What follows belongs to an exercise in optimizing a design on an open flow for small area, a short achievable clock period and few clock cycles; a production flow would make more cautious choices. Power is estimated from default activity; no workload was simulated.

==> module mcu_test_sequencer, before the edit <==
module mcu_test_sequencer #(
  parameter int unsigned DEPTH     = 64,
  parameter int unsigned ADDR_W    = $clog2(DEPTH),
  parameter int unsigned DATA_W    = 16,
  parameter bit          SIGN_EXT  = 1'b1,
  parameter int unsigned ROM_LAT   = 1,
  parameter logic [31:0] FINISH_PC = 32'h64,
  parameter int unsigned TIMEOUT   = 20'hFFFFF,
  parameter int unsigned CNT_W     = 20
) (
  input  logic              clk_sys,
  input  logic              rst_sync,
  input  logic              start,
  output logic [ADDR_W-1:0] rom_addr,
  input  logic [DATA_W-1:0] rom_rdata,
  output logic [ADDR_W-1:0] ram_addr,
  output logic              ram_we,
  output logic [DATA_W-1:0] ram_wdata,
  output logic              cpu_rst,
  input  logic [31:0]       cpu_pc,
  input  logic [31:0]       cpu_mem_addr,
  input  logic              cpu_mem_we,
  input  logic [31:0]       cpu_mem_wdata,
  output logic [31:0]       cpu_mem_rdata,
  output logic              busy,
  output logic              done,
  output logic              timeout_err,
  output logic [CNT_W-1:0]  cycle_cnt
);
  localparam logic [ADDR_W-1:0] IDX_LAST = ADDR_W'(DEPTH - 1);
  localparam logic [CNT_W-1:0]  RUN_LAST = CNT_W'(TIMEOUT - 1);
  localparam logic [31:0]       EXT_MASK =
    (DATA_W >= 32) ? 32'h0 : ~((32'h1 << DATA_W) - 32'h1);
  logic st_start_q, st_load_q, st_run_q, st_wb_q, st_done_q, st_err_q;
  logic st_start_d, st_load_d, st_run_d, st_wb_d, st_done_d, st_err_d;
  logic [ADDR_W-1:0] idx_q, idx_d;
  logic [CNT_W-1:0]  cnt_q, cnt_d;
  logic [31:0]       mem_q [DEPTH];
  logic [31:0]       ext_rdata;
  logic [31:0]       wdata;
  logic [ADDR_W-1:0] cpu_idx;
  logic              cpu_in_range;
  logic              unused_byte_lane;
  logic              finish, tmo, go, idx_last;
  assign ext_rdata = (SIGN_EXT && rom_rdata[DATA_W-1]) ? (32'(rom_rdata) | EXT_MASK)
                                                       : 32'(rom_rdata);
  assign cpu_idx          = cpu_mem_addr[ADDR_W+1:2];
  assign cpu_in_range     = (cpu_mem_addr[31:ADDR_W+2] == '0);
  assign unused_byte_lane = ^cpu_mem_addr[1:0];
  assign finish   = (cpu_pc == FINISH_PC);
  assign tmo      = (cnt_q == RUN_LAST);
  assign go       = (st_done_q | st_err_q) & start;
  assign idx_last = (idx_q == IDX_LAST);
  always_comb begin
    st_start_d = 1'b0;
    st_load_d  = go | st_start_q | (st_load_q & ~idx_last);
    st_run_d   = (st_load_q & idx_last) | (st_run_q & ~finish & ~tmo);
    st_wb_d    = (st_run_q & finish) | (st_wb_q & ~idx_last);
    st_done_d  = (st_wb_q & idx_last) | (st_done_q & ~start);
    st_err_d   = (st_run_q & ~finish & tmo) | (st_err_q & ~start);
  end
  always_comb begin
    idx_d = idx_q;
    if (st_start_q | go | ((st_load_q | st_wb_q) & ~idx_last) | (st_run_q & finish))
      idx_d = st_start_q ? '0 : idx_q + 1'b1;
  end
  always_comb begin
    cnt_d = cnt_q;
    if (st_load_q)     cnt_d = '0;
    else if (st_run_q) cnt_d = cnt_q + 1'b1;
  end
  logic [7:0]        cpu_lo, cpu_hi, idx_lo, idx_hi, sel_lo, sel_hi;
  logic [DEPTH-1:0]  wsel;
  logic [31:0]       grp [8];
  logic [31:0]       rdata;
  always_comb begin
    for (int j = 0; j < 8; j++) begin
      cpu_lo[j] = (cpu_idx[2:0] == 3'(j));
      cpu_hi[j] = (cpu_idx[5:3] == 3'(j)) && cpu_in_range;
      idx_lo[j] = (idx_q[2:0] == 3'(j));
      idx_hi[j] = (idx_q[5:3] == 3'(j));
    end
  end
  assign sel_lo = ({8{st_run_q}} & cpu_lo) | ({8{~st_run_q}} & idx_lo);
  assign sel_hi = ({8{st_run_q}} & cpu_hi) | ({8{st_wb_q}} & idx_hi);
  always_comb begin
    for (int i = 0; i < DEPTH; i++)
      wsel[i] = sel_lo[i % 8] &
                ((st_run_q & cpu_mem_we & cpu_hi[i / 8]) | (st_load_q & idx_hi[i / 8]));
  end
  assign wdata = st_load_q ? ext_rdata : cpu_mem_wdata;
  always_comb begin
    rdata = '0;
    for (int g = 0; g < 8; g++) begin
      grp[g] = '0;
      for (int j = 0; j < 8; j++) grp[g] = grp[g] | ({32{sel_lo[j]}} & mem_q[8*g+j]);
      rdata = rdata | ({32{sel_hi[g]}} & grp[g]);
    end
  end
  always_ff @(posedge clk_sys or posedge rst_sync) begin
    if (rst_sync) begin
      st_start_q <= 1'b1;
      st_load_q  <= 1'b0;
      st_run_q   <= 1'b0;
      st_wb_q    <= 1'b0;
      st_done_q  <= 1'b0;
      st_err_q   <= 1'b0;
      idx_q      <= IDX_LAST;
    end else begin
      st_start_q <= st_start_d;
      st_load_q  <= st_load_d;
      st_run_q   <= st_run_d;
      st_wb_q    <= st_wb_d;
      st_done_q  <= st_done_d;
      st_err_q   <= st_err_d;
      idx_q      <= idx_d;
    end
  end
  always_ff @(posedge clk_sys) begin
    cnt_q <= cnt_d;
  end
  always_ff @(posedge clk_sys) begin
    for (int i = 0; i < DEPTH; i++)
      if (wsel[i]) mem_q[i] <= wdata;
  end
  assign rom_addr      = idx_q + 1'b1;
  assign ram_addr      = idx_q;
  assign ram_wdata     = rdata[DATA_W-1:0];
  assign cpu_mem_rdata = rdata;
  assign ram_we        = st_wb_q;
  assign cpu_rst       = ~st_run_q;
  assign busy          = st_load_q | st_run_q | st_wb_q;
  assign done          = st_done_q;
  assign timeout_err   = st_err_q;
  assign cycle_cnt     = cnt_q;
endmodule
==> flow/config.mk <==
export PLATFORM = sky130hd
export DESIGN_NAME = mcu_test_sequencer
export DESIGN_NICKNAME = mcu_test_sequencer
export VERILOG_FILES = /design/flow/design.v
export SDC_FILE = /design/flow/constraint.sdc
export NUM_CORES = 4
export LEC_CHECK = 0
export CAP_MARGIN = 20
export CORE_MARGIN = 2
export CORE_UTILIZATION = 50
export SETUP_SLACK_MARGIN = 2.0
export SLEW_MARGIN = 20
==> flow/constraint.sdc <==
create_clock -name core_clock -period 6.5 [get_ports {clk_sys}]
set_input_delay 1.3000 -clock core_clock [delete_from_list [all_inputs] [get_ports {clk_sys}]]
set_output_delay 1.3000 -clock core_clock [all_outputs]
set_load 0.01 [all_outputs]
run.sh (not shown) runs the stock make flow with config.mk's settings and CLKGATE_MAP_FILE= SYNTH_SCRIPT=/design/flow/synth_recipe.tcl, a recipe that flattens the netlist after the stock synthesis.
Then changed:
--- a/flow/design.v
+++ b/flow/design.v
@@ -33,8 +33,9 @@
     (DATA_W >= 32) ? 32'h0 : ~((32'h1 << DATA_W) - 32'h1);
   logic st_start_q, st_load_q, st_run_q, st_wb_q, st_done_q, st_err_q;
   logic st_start_d, st_load_d, st_run_d, st_wb_d, st_done_d, st_err_d;
   logic [ADDR_W-1:0] idx_q, idx_d;
+  logic [7:0]        idx_lo_q, idx_hi_q;
   logic [CNT_W-1:0]  cnt_q, cnt_d;
   logic [31:0]       mem_q [DEPTH];
   logic [31:0]       ext_rdata;
   logic [31:0]       wdata;
@@ -68,26 +69,24 @@
     cnt_d = cnt_q;
     if (st_load_q)     cnt_d = '0;
     else if (st_run_q) cnt_d = cnt_q + 1'b1;
   end
-  logic [7:0]        cpu_lo, cpu_hi, idx_lo, idx_hi, sel_lo, sel_hi;
+  logic [7:0]        cpu_lo, cpu_hi, sel_lo, sel_hi;
   logic [DEPTH-1:0]  wsel;
   logic [31:0]       grp [8];
   logic [31:0]       rdata;
   always_comb begin
     for (int j = 0; j < 8; j++) begin
       cpu_lo[j] = (cpu_idx[2:0] == 3'(j));
       cpu_hi[j] = (cpu_idx[5:3] == 3'(j)) && cpu_in_range;
-      idx_lo[j] = (idx_q[2:0] == 3'(j));
-      idx_hi[j] = (idx_q[5:3] == 3'(j));
     end
   end
-  assign sel_lo = ({8{st_run_q}} & cpu_lo) | ({8{~st_run_q}} & idx_lo);
-  assign sel_hi = ({8{st_run_q}} & cpu_hi) | ({8{st_wb_q}} & idx_hi);
+  assign sel_lo = ({8{st_run_q}} & cpu_lo) | ({8{~st_run_q}} & idx_lo_q);
+  assign sel_hi = ({8{st_run_q}} & cpu_hi) | ({8{st_wb_q}} & idx_hi_q);
   always_comb begin
     for (int i = 0; i < DEPTH; i++)
       wsel[i] = sel_lo[i % 8] &
-                ((st_run_q & cpu_mem_we & cpu_hi[i / 8]) | (st_load_q & idx_hi[i / 8]));
+                ((st_run_q & cpu_mem_we & cpu_hi[i / 8]) | (st_load_q & idx_hi_q[i / 8]));
   end
   assign wdata = st_load_q ? ext_rdata : cpu_mem_wdata;
   always_comb begin
     rdata = '0;
@@ -104,27 +103,30 @@
       st_run_q   <= 1'b0;
       st_wb_q    <= 1'b0;
       st_done_q  <= 1'b0;
       st_err_q   <= 1'b0;
-      idx_q      <= IDX_LAST;
     end else begin
       st_start_q <= st_start_d;
       st_load_q  <= st_load_d;
       st_run_q   <= st_run_d;
       st_wb_q    <= st_wb_d;
       st_done_q  <= st_done_d;
       st_err_q   <= st_err_d;
-      idx_q      <= idx_d;
     end
   end
   always_ff @(posedge clk_sys) begin
+    idx_q <= idx_d;
+    for (int j = 0; j < 8; j++) begin
+      idx_lo_q[j] <= (idx_d[2:0] == 3'(j));
+      idx_hi_q[j] <= (idx_d[5:3] == 3'(j));
+    end
     cnt_q <= cnt_d;
   end
   always_ff @(posedge clk_sys) begin
     for (int i = 0; i < DEPTH; i++)
       if (wsel[i]) mem_q[i] <= wdata;
   end
-  assign rom_addr      = idx_q + 1'b1;
+  assign rom_addr      = st_start_q ? '0 : idx_q + 1'b1;
   assign ram_addr      = idx_q;
   assign ram_wdata     = rdata[DATA_W-1:0];
   assign cpu_mem_rdata = rdata;
   assign ram_we        = st_wb_q;
Effect:
- The new run completed with no timing, DRC or antenna violations
- critical path depth stays the same
- via count is higher by 10%
- hold slack degrades by 11 ps
- global-route usage is higher by 3.2 points
- sequential share of layout area is lower by 3.8 points
- worst setup slack improves by 210 ps
- cell area is higher by 6.6%
Function was not checked in any run of this note: the RTL went through the layout flow alone.


Setup of main:
The RTL this note starts from:
==> flow/design.v <==
module mcu_test_sequencer #(
  parameter int unsigned DEPTH     = 64,
  parameter int unsigned ADDR_W    = $clog2(DEPTH),
  parameter int unsigned DATA_W    = 16,
  parameter bit          SIGN_EXT  = 1'b1,
  parameter int unsigned ROM_LAT   = 1,
  parameter logic [31:0] FINISH_PC = 32'h64,
  parameter int unsigned TIMEOUT   = 20'hFFFFF,
  parameter int unsigned CNT_W     = 20
) (
  input  logic              clk_sys,
  input  logic              rst_sync,
  input  logic              start,
  output logic [ADDR_W-1:0] rom_addr,
  input  logic [DATA_W-1:0] rom_rdata,
  output logic [ADDR_W-1:0] ram_addr,
  output logic              ram_we,
  output logic [DATA_W-1:0] ram_wdata,
  output logic              cpu_rst,
  input  logic [31:0]       cpu_pc,
  input  logic [31:0]       cpu_mem_addr,
  input  logic              cpu_mem_we,
  input  logic [31:0]       cpu_mem_wdata,
  output logic [31:0]       cpu_mem_rdata,
  output logic              busy,
  output logic              done,
  output logic              timeout_err,
  output logic [CNT_W-1:0]  cycle_cnt
);
  localparam logic [ADDR_W-1:0] IDX_LAST = ADDR_W'(DEPTH - 1);
  localparam logic [CNT_W-1:0]  RUN_LAST = CNT_W'(TIMEOUT - 1);
  localparam logic [31:0]       EXT_MASK =
    (DATA_W >= 32) ? 32'h0 : ~((32'h1 << DATA_W) - 32'h1);
  logic st_start_q, st_load_q, st_run_q, st_wb_q, st_done_q, st_err_q;
  logic st_start_d, st_load_d, st_run_d, st_wb_d, st_done_d, st_err_d;
  logic [ADDR_W-1:0] idx_q, idx_d;
  logic [CNT_W-1:0]  cnt_q, cnt_d;
  logic [7:0]        ilo_q, rhi_q, lhi_q;
  logic [31:0]       mem_q [DEPTH];
  logic [31:0]       ext_rdata;
  logic [31:0]       wdata;
  logic              cpu_in_range;
  logic              unused_byte_lane;
  logic              finish, tmo, go, idx_last, run_we;
  logic [5:0]        a;
  localparam int unsigned RD_SLICES = 8;
  localparam int unsigned RD_BITS   = 32 / RD_SLICES;
  logic [7:0]        sel_lo [RD_SLICES];
  logic [7:0]        sel_hi [RD_SLICES];
  logic [7:0]        wr_lo, wr_hi;
  logic [DEPTH-1:0]  wsel;
  logic [31:0]       rdata;
  logic [DATA_W-1:0] wb_rdata;
  assign ext_rdata = (SIGN_EXT && rom_rdata[DATA_W-1]) ? (32'(rom_rdata) | EXT_MASK)
                                                       : 32'(rom_rdata);
  assign a                = cpu_mem_addr[7:2];
  assign unused_byte_lane = ^cpu_mem_addr[1:0];
  mcu_test_sequencer_zero24 u_range (.x(cpu_mem_addr[31:8]), .zero(cpu_in_range));
  assign finish   = (cpu_pc == FINISH_PC);
  assign tmo      = (cnt_q == RUN_LAST);
  assign go       = (st_done_q | st_err_q) & start;
  assign idx_last = (idx_q == IDX_LAST);
  assign run_we   = st_run_q & cpu_mem_we;
  always_comb begin
    st_start_d = 1'b0;
    st_load_d  = go | st_start_q | (st_load_q & ~idx_last);
    st_run_d   = (st_load_q & idx_last) | (st_run_q & ~finish & ~tmo);
    st_wb_d    = (st_run_q & finish) | (st_wb_q & ~idx_last);
    st_done_d  = (st_wb_q & idx_last) | (st_done_q & ~start);
    st_err_d   = (st_run_q & ~finish & tmo) | (st_err_q & ~start);
  end
  always_comb begin
    idx_d = idx_q;
    if (st_start_q | go | ((st_load_q | st_wb_q) & ~idx_last) | (st_run_q & finish))
      idx_d = st_start_q ? '0 : idx_q + 1'b1;
  end
  always_comb begin
    cnt_d = cnt_q;
    if (st_load_q)     cnt_d = '0;
    else if (st_run_q) cnt_d = cnt_q + 1'b1;
  end
  for (genvar s = 0; s < RD_SLICES; s++) begin : g_slice
    mcu_test_sequencer_dec u_rd (.a(a), .en_lo(st_run_q), .en_hi(st_run_q), .ok(cpu_in_range),
                                 .alt_lo(ilo_q), .alt_hi(rhi_q),
                                 .sel_lo(sel_lo[s]), .sel_hi(sel_hi[s]));
  end
  mcu_test_sequencer_dec u_wr (.a(a), .en_lo(st_run_q), .en_hi(run_we), .ok(cpu_in_range),
                               .alt_lo(ilo_q), .alt_hi(lhi_q),
                               .sel_lo(wr_lo), .sel_hi(wr_hi));
  always_comb begin
    for (int i = 0; i < DEPTH; i++) wsel[i] = wr_lo[i % 8] & wr_hi[i / 8];
  end
  assign wdata = st_load_q ? ext_rdata : cpu_mem_wdata;
  for (genvar b = 0; b < 32; b++) begin : g_rd
    logic [7:0] grp_bit;
    for (genvar g = 0; g < 8; g++) begin : g_grp
      logic [7:0] word_bit;
      for (genvar j = 0; j < 8; j++) begin : g_w
        assign word_bit[j] = mem_q[8*g+j][b];
      end
      mcu_test_sequencer_ao8 u_lo (.sel(sel_lo[b / RD_BITS]), .d(word_bit), .y(grp_bit[g]));
    end
    mcu_test_sequencer_ao8 u_hi (.sel(sel_hi[b / RD_BITS]), .d(grp_bit), .y(rdata[b]));
    if (b < DATA_W) begin : g_wb
      mcu_test_sequencer_ao8 u_wb (.sel(rhi_q), .d(grp_bit), .y(wb_rdata[b]));
    end
  end
  always_ff @(posedge clk_sys or posedge rst_sync) begin
    if (rst_sync) begin
      st_start_q <= 1'b1;
      st_load_q  <= 1'b0;
      st_run_q   <= 1'b0;
      st_wb_q    <= 1'b0;
      st_done_q  <= 1'b0;
      st_err_q   <= 1'b0;
    end else begin
      st_start_q <= st_start_d;
      st_load_q  <= st_load_d;
      st_run_q   <= st_run_d;
      st_wb_q    <= st_wb_d;
      st_done_q  <= st_done_d;
      st_err_q   <= st_err_d;
    end
  end
  always_ff @(posedge clk_sys) begin
    idx_q <= idx_d;
    cnt_q <= cnt_d;
    for (int j = 0; j < 8; j++) begin
      ilo_q[j] <= ~st_run_d & (idx_d[2:0] == 3'(j));
      rhi_q[j] <= st_wb_d   & (idx_d[5:3] == 3'(j));
      lhi_q[j] <= st_load_d & (idx_d[5:3] == 3'(j));
    end
  end
  always_ff @(posedge clk_sys) begin
    for (int i = 0; i < DEPTH; i++)
      if (wsel[i]) mem_q[i] <= wdata;
  end
  assign rom_addr      = st_start_q ? '0 : idx_q + 1'b1;
  assign ram_addr      = idx_q;
  assign ram_wdata     = wb_rdata;
  assign cpu_mem_rdata = rdata;
  assign ram_we        = st_wb_q;
  assign cpu_rst       = ~st_run_q;
  assign busy          = st_load_q | st_run_q | st_wb_q;
  assign done          = st_done_q;
  assign timeout_err   = st_err_q;
  assign cycle_cnt     = cnt_q;
endmodule
module mcu_test_sequencer_ao8 (
  input  logic [7:0] sel,
  input  logic [7:0] d,
  output logic       y
);
  assign y = |(sel & d);
endmodule
module mcu_test_sequencer_dec (
  input  logic [5:0] a,
  input  logic       en_lo,
  input  logic       en_hi,
  input  logic       ok,
  input  logic [7:0] alt_lo,
  input  logic [7:0] alt_hi,
  output logic [7:0] sel_lo,
  output logic [7:0] sel_hi
);
  always_comb begin
    for (int j = 0; j < 8; j++) begin
      sel_lo[j] = (en_lo & (a[2:0] == 3'(j))) | alt_lo[j];
      sel_hi[j] = (en_hi & ok & (a[5:3] == 3'(j))) | alt_hi[j];
    end
  end
endmodule
module mcu_test_sequencer_zero24 (
  input  logic [23:0] x,
  output logic        zero
);
  assign zero = ~|x;
endmodule
==> flow/config.mk <==
export PLATFORM = sky130hd
export DESIGN_NAME = mcu_test_sequencer
export DESIGN_NICKNAME = mcu_test_sequencer
export VERILOG_FILES = /design/flow/design.v
export SDC_FILE = /design/flow/constraint.sdc
export NUM_CORES = 4
export LEC_CHECK = 0
export CAP_MARGIN = 20
export CORE_MARGIN = 2
export CORE_UTILIZATION = 50
export CTS_CLUSTER_DIAMETER = 100
export CTS_CLUSTER_SIZE = 24
export SETUP_SLACK_MARGIN = 2.0
export SLEW_MARGIN = 20
export SYNTH_HIERARCHICAL = 1
==> flow/constraint.sdc <==
create_clock -name core_clock -period 6.5 [get_ports {clk_sys}]
set_input_delay 1.3000 -clock core_clock [delete_from_list [all_inputs] [get_ports {clk_sys}]]
set_output_delay 1.3000 -clock core_clock [all_outputs]
set_load 0.01 [all_outputs]
standard.sh (not shown) runs the stock make flow with config.mk's settings and CLKGATE_MAP_FILE= SYNTH_SCRIPT=/design/flow/synth_recipe.tcl, a recipe that flattens the netlist after the stock synthesis.
==> flow/flow/run.sh <==
#!/bin/bash
# Standard layout, with the ports buffered by plain buffers (buf_1) instead of
# the default delay buffers.
set -euo pipefail
bash standard.sh "BUFFER_PORTS_ARGS=-buffer_cell sky130_fd_sc_hd__buf_1" finish > standard_flow.log 2>&1
Inputs modified between main and the feature branch:
diff --git a/flow/design.v b/flow/design.v
--- a/flow/design.v
+++ b/flow/design.v
@@ -34,9 +34,9 @@
   logic st_start_q, st_load_q, st_run_q, st_wb_q, st_done_q, st_err_q;
   logic st_start_d, st_load_d, st_run_d, st_wb_d, st_done_d, st_err_d;
   logic [ADDR_W-1:0] idx_q, idx_d;
   logic [CNT_W-1:0]  cnt_q, cnt_d;
-  logic [7:0]        ilo_q, rhi_q, lhi_q;
+  logic [7:0]        ilo_n_q, rhi_n_q, lhi_n_q;
   logic [31:0]       mem_q [DEPTH];
   logic [31:0]       ext_rdata;
   logic [31:0]       wdata;
   logic              cpu_in_range;
@@ -49,9 +49,8 @@
   logic [7:0]        sel_hi [RD_SLICES];
   logic [7:0]        wr_lo, wr_hi;
   logic [DEPTH-1:0]  wsel;
   logic [31:0]       rdata;
-  logic [DATA_W-1:0] wb_rdata;
   assign ext_rdata = (SIGN_EXT && rom_rdata[DATA_W-1]) ? (32'(rom_rdata) | EXT_MASK)
                                                        : 32'(rom_rdata);
   assign a                = cpu_mem_addr[7:2];
   assign unused_byte_lane = ^cpu_mem_addr[1:0];
@@ -80,13 +79,13 @@
     else if (st_run_q) cnt_d = cnt_q + 1'b1;
   end
   for (genvar s = 0; s < RD_SLICES; s++) begin : g_slice
     mcu_test_sequencer_dec u_rd (.a(a), .en_lo(st_run_q), .en_hi(st_run_q), .ok(cpu_in_range),
-                                 .alt_lo(ilo_q), .alt_hi(rhi_q),
+                                 .alt_lo_n(ilo_n_q), .alt_hi_n(rhi_n_q),
                                  .sel_lo(sel_lo[s]), .sel_hi(sel_hi[s]));
   end
   mcu_test_sequencer_dec u_wr (.a(a), .en_lo(st_run_q), .en_hi(run_we), .ok(cpu_in_range),
-                               .alt_lo(ilo_q), .alt_hi(lhi_q),
+                               .alt_lo_n(ilo_n_q), .alt_hi_n(lhi_n_q),
                                .sel_lo(wr_lo), .sel_hi(wr_hi));
   always_comb begin
     for (int i = 0; i < DEPTH; i++) wsel[i] = wr_lo[i % 8] & wr_hi[i / 8];
   end
@@ -100,11 +99,8 @@
       end
       mcu_test_sequencer_ao8 u_lo (.sel(sel_lo[b / RD_BITS]), .d(word_bit), .y(grp_bit[g]));
     end
     mcu_test_sequencer_ao8 u_hi (.sel(sel_hi[b / RD_BITS]), .d(grp_bit), .y(rdata[b]));
-    if (b < DATA_W) begin : g_wb
-      mcu_test_sequencer_ao8 u_wb (.sel(rhi_q), .d(grp_bit), .y(wb_rdata[b]));
-    end
   end
   always_ff @(posedge clk_sys or posedge rst_sync) begin
     if (rst_sync) begin
       st_start_q <= 1'b1;
@@ -125,20 +121,20 @@
   always_ff @(posedge clk_sys) begin
     idx_q <= idx_d;
     cnt_q <= cnt_d;
     for (int j = 0; j < 8; j++) begin
-      ilo_q[j] <= ~st_run_d & (idx_d[2:0] == 3'(j));
-      rhi_q[j] <= st_wb_d   & (idx_d[5:3] == 3'(j));
-      lhi_q[j] <= st_load_d & (idx_d[5:3] == 3'(j));
+      ilo_n_q[j] <= ~(~st_run_d & (idx_d[2:0] == 3'(j)));
+      rhi_n_q[j] <= ~(st_wb_d   & (idx_d[5:3] == 3'(j)));
+      lhi_n_q[j] <= ~(st_load_d & (idx_d[5:3] == 3'(j)));
     end
   end
   always_ff @(posedge clk_sys) begin
     for (int i = 0; i < DEPTH; i++)
       if (wsel[i]) mem_q[i] <= wdata;
   end
   assign rom_addr      = st_start_q ? '0 : idx_q + 1'b1;
   assign ram_addr      = idx_q;
-  assign ram_wdata     = wb_rdata;
+  assign ram_wdata     = rdata[DATA_W-1:0];
   assign cpu_mem_rdata = rdata;
   assign ram_we        = st_wb_q;
   assign cpu_rst       = ~st_run_q;
   assign busy          = st_load_q | st_run_q | st_wb_q;
@@ -157,19 +153,44 @@
   input  logic [5:0] a,
   input  logic       en_lo,
   input  logic       en_hi,
   input  logic       ok,
-  input  logic [7:0] alt_lo,
-  input  logic [7:0] alt_hi,
+  input  logic [7:0] alt_lo_n,
+  input  logic [7:0] alt_hi_n,
   output logic [7:0] sel_lo,
   output logic [7:0] sel_hi
 );
-  always_comb begin
-    for (int j = 0; j < 8; j++) begin
-      sel_lo[j] = (en_lo & (a[2:0] == 3'(j))) | alt_lo[j];
-      sel_hi[j] = (en_hi & ok & (a[5:3] == 3'(j))) | alt_hi[j];
-    end
+  logic [5:0] a_n;
+  logic       en_hi_ok;
+  logic [7:0] dec_lo_n, dec_hi_n;
+  assign a_n      = ~a;
+  assign en_hi_ok = en_hi & ok;
+  for (genvar j = 0; j < 8; j++) begin : g_line
+    mcu_test_sequencer_nand4 u_dl (.a(en_lo), .b(j[0] ? a[0] : a_n[0]),
+                                   .c(j[1] ? a[1] : a_n[1]), .d(j[2] ? a[2] : a_n[2]),
+                                   .y(dec_lo_n[j]));
+    mcu_test_sequencer_nand4 u_dh (.a(en_hi_ok), .b(j[0] ? a[3] : a_n[3]),
+                                   .c(j[1] ? a[4] : a_n[4]), .d(j[2] ? a[5] : a_n[5]),
+                                   .y(dec_hi_n[j]));
+    mcu_test_sequencer_nand2 u_sl (.a(dec_lo_n[j]), .b(alt_lo_n[j]), .y(sel_lo[j]));
+    mcu_test_sequencer_nand2 u_sh (.a(dec_hi_n[j]), .b(alt_hi_n[j]), .y(sel_hi[j]));
   end
+endmodule
+module mcu_test_sequencer_nand4 (
+  input  logic a,
+  input  logic b,
+  input  logic c,
+  input  logic d,
+  output logic y
+);
+  assign y = ~(a & b & c & d);
+endmodule
+module mcu_test_sequencer_nand2 (
+  input  logic a,
+  input  logic b,
+  output logic y
+);
+  assign y = ~(a & b);
 endmodule
 module mcu_test_sequencer_zero24 (
   input  logic [23:0] x,
   output logic        zero
Results
Horizontal die dimension sits lower in the feature branch than in main. From main to the feature branch the numbers moved as follows: utilization shrank by 0.69 points, clock buffer and inverter area fraction after layout grew by 0.18 points, number of buffers other than clock buffers in the final layout grew by about 2.2%, simple-gate share of the synthesized area grew by 1.1 points. Looking at worst setup path endpoint, the ram_wdata[12] result is from main; the cpu_mem_rdata[5] one comes from the feature branch. Delta (the feature branch minus main): average size of a mapped cell went down by about 2%; number of diodes lost 1; largest incremental delay on the critical path lower. Of the two candidates, main has the worse global-route wire length before repair and the feature branch the better one. Delta (the feature branch minus main): post-route clock period utilization fell by 1.4 points; total power up 0.73%.
No run of this note included a check of the RTL's function; only the layout flow was run.

-- port drivers added, routing unchanged --
The flow's constraints put no driver on any port. The routed layouts listed below were extracted and timed again, unchanged, in two steps.
Step 1 (the two cells are an assumption about what drives the block):
set clk [get_ports {clk_sys}]
set_driving_cell -lib_cell sky130_fd_sc_hd__clkbuf_16 $clk
set_driving_cell -lib_cell sky130_fd_sc_hd__buf_2 [delete_from_list [all_inputs] $clk]
Step 2 moves the port delays by t, midway between the first and last clock arrival at a register: inputs arrive t later, outputs are due t later. That takes back most of the time a late clock gives input paths.
a / b / c = ideal / step 1 / step 2; a / b = the first two.
| run | shift t [ns] | setup WS [ns] | worst hold slack (ns) |
|---|---|---|---|
| the first run of note 1 | 0.907 | 1.164 / 1.081 / 1.225 | 0.536 / 0.536 / 0.536 |
| the second run of note 1 | 0.927 | 1.379 / 1.295 / 1.305 | 0.525 / 0.525 / 0.525 |
| main | 0.838 | 1.697 / 1.315 / 1.315 | 0.395 / 0.340 / 0.517 |
| the feature branch | 0.844 | 1.790 / 1.445 / 1.445 | 0.522 / 0.522 / 0.522 |
After both steps every run listed still meets setup and hold. The setup slack of main, which loses most, moves by -0.382 ns with the drivers and by -0.382 ns with both steps.
